Background: an optimization exercise with open tools, aiming at small area and a short achievable clock period. Do not read the settings as production practice.
Function was checked by simulation only, so behaviour that the tests miss may differ from the original.
Power and IR drop assume default switching activity.

== run A ==
Design exec_core, start of the top module:
module exec_core (
    input  logic       clock,
    input  logic       reset,
    input  cpu_pkg::t_instr     instr,
    input  logic       instr_valid,
    input  cpu_pkg::t_reg_index dbg_index,
    output cpu_pkg::t_reg       dbg_data,
    output cpu_pkg::t_reg       pc
);
export LEC_CHECK = 0
export CAP_MARGIN = 20
export CORE_MARGIN = 2
export CORE_UTILIZATION = 55
export CTS_BUF_LIST = sky130_fd_sc_hd__clkbuf_8
export CTS_CLUSTER_DIAMETER = 60
export CTS_CLUSTER_SIZE = 14
export SETUP_SLACK_MARGIN = 3.3
export SLEW_MARGIN = 20
export SYNTH_HIERARCHICAL = 1
export TNS_END_PERCENT = 5
create_clock -name core_clock -period 8.0 [get_ports {clock}]
standard.sh (not shown) runs the stock make flow with config.mk's settings and CLKGATE_MAP_FILE= SYNTH_SCRIPT=/design/flow/synth_recipe.tcl, a recipe that flattens the netlist after the stock synthesis.
==> flow/flow/run.sh <==
#!/bin/bash
# The standard layout, with three changes to how it is made:
#  - the input and output ports get a plain buffer (buf_4) rather than the
#    delay cell buffer_ports would pick,
#  - timing repair may swap a cell for one of another footprint, so that
#    port buffers and slow gates can be replaced by faster ones, and
#  - synthesis maps assuming a light load on each output (ABC_LOAD_IN_FF),
#    leaving cell sizing to timing repair.
# The clock period, constraints and power grid are the standard flow's own, and
# synthesis is the standard flow's script with the same registers.
set -uo pipefail
bash standard.sh MATCH_CELL_FOOTPRINT=0 \
    "BUFFER_PORTS_ARGS=-buffer_cell sky130_fd_sc_hd__buf_4" \
    ABC_LOAD_IN_FF=1 \
    finish > standard_flow.log 2>&1
rc=$?
tail -n 20 standard_flow.log
exit $rc
Run A closes out successfully: all stages finished, all timing, DRC and antenna checks passed.
The inputs of run B differ from those of run A as listed below.
--- a/flow/config.mk
+++ b/flow/config.mk
@@ -9,6 +9,4 @@
 export CORE_MARGIN = 2
-export CORE_UTILIZATION = 55
+export CORE_UTILIZATION = 48
 export CTS_BUF_LIST = sky130_fd_sc_hd__clkbuf_8
-export CTS_CLUSTER_DIAMETER = 60
-export CTS_CLUSTER_SIZE = 14
 export SETUP_SLACK_MARGIN = 3.3
@@ -16,2 +14,2 @@
 export SYNTH_HIERARCHICAL = 1
-export TNS_END_PERCENT = 5
+export TNS_END_PERCENT = 10
==> comparison <==
From run A to run B the numbers moved as follows: area taken by multi-input logic gates went up 2.8%, final critical delay including setup and external delays went down 0.021 ns, switching portion of total power went down 1.3 points, floorplan die width went up 18 um. Diff run A -> run B | critical path depth | decrease of 9. Run comparison: run B worst-path cell with the longest stage delay nor2_4; run A worst-path cell with the longest stage delay and3_4. Run B ends up with lower clock transition time at the flip-flop clock pins of the worst setup and hold paths than run A does. The post-route non-filler standard cell count in run B was higher than what run A gave.
Changes in run C relative to run B:
--- a/flow/config.mk
+++ b/flow/config.mk
@@ -9,4 +9,6 @@
 export CORE_MARGIN = 2
-export CORE_UTILIZATION = 48
+export CORE_UTILIZATION = 55
 export CTS_BUF_LIST = sky130_fd_sc_hd__clkbuf_8
+export CTS_CLUSTER_DIAMETER = 60
+export CTS_CLUSTER_SIZE = 14
 export SETUP_SLACK_MARGIN = 3.3
--- outcome ---
Number of clock buffer instances in the layout down about 60% in run C wrt run B. Sort run C and run B by starting density of the core, ascending, and run B comes first. Non-clock buffer count, run C vs run B: up by a few percent. Diff run B -> run C | largest vdd supply drop | up by more than a quarter. Of the two values seen for timing endpoint of the critical path, dbg_data[13] was produced by run B and u_register_file.regs_lo[250] by run C. Against run B, run C comes in 3.0 points higher on combinational group share of total power. Run comparison: run C startpoint of the most critical setup path instr[16]; run B startpoint of the most critical setup path dbg_index[1]. Power in the clock group ended up 35% lower on run C than on run B. Run C — sum of met2 wire segment lengths after detailed routing 2.2 mm lower, run B as reference. Power on run C is down relative to run B.


Starting RTL as in the previous note.
export LEC_CHECK = 0
export CAP_MARGIN = 20
export CORE_MARGIN = 2
export CORE_UTILIZATION = 55
export CTS_BUF_LIST = sky130_fd_sc_hd__clkbuf_8
export SETUP_SLACK_MARGIN = 3.3
export SLEW_MARGIN = 20
export SYNTH_HIERARCHICAL = 1
export TNS_END_PERCENT = 10
create_clock -name core_clock -period 8.0 [get_ports {clock}]
Scripts as last shown in full above: flow/flow/run.sh
The first run ran to the end with no violations.
Next try:
--- a/flow/config.mk
+++ b/flow/config.mk
@@ -11 +11,3 @@
-export CTS_BUF_LIST = sky130_fd_sc_hd__clkbuf_8
+export CTS_BUF_LIST = sky130_fd_sc_hd__clkbuf_16
+export CTS_CLUSTER_DIAMETER = 80
+export CTS_CLUSTER_SIZE = 20
What happened: The new run went through all stages and came out clean. Clock power drops by 27%. Maximum frequency drops by 1.6%. Total power drops by 9.8%. Setup slack gets worse by 0.077 ns. Via count drops by 0.59%. Final area barely changes. Non-clock buffer count drops by 2. Die area stays the same. Wire length barely changes. Clock skew climbs by 0.011 ns. Sequential cell count is unchanged.

## re-timing with driven ports
No port has a modelled driver above. Below, the same layouts with a new extraction and two added sets of constraints.
Step 1 assumes that a clkbuf_16 drives the clock port and a buf_2 every other input.
Step 2 times the ports against the registers' clock, not the clock port: input delays grow and output delays shrink by t, the midpoint of the rising clock arrivals with the driver on.
Slacks: ideal / step 1 / step 2; pairs: ideal / step 1.
run	shift t [ns]	slack for setup (ns)	pins driven straight from the clock port
run A	0.781	3.160 / 3.136 / 2.387	1
run B	0.804	3.181 / 3.148 / 2.482	1
run C	0.784	3.181 / 3.185 / 2.421	1
the first run of note 2	0.796	3.164 / 3.139 / 2.390	1
the second run of note 2	0.663	3.087 / 3.131 / 2.468	1
After both steps setup and hold are still met in every run listed. The setup slack of the first run of note 2, which loses most, moves by -0.025 ns with the drivers and by -0.774 ns with both steps.
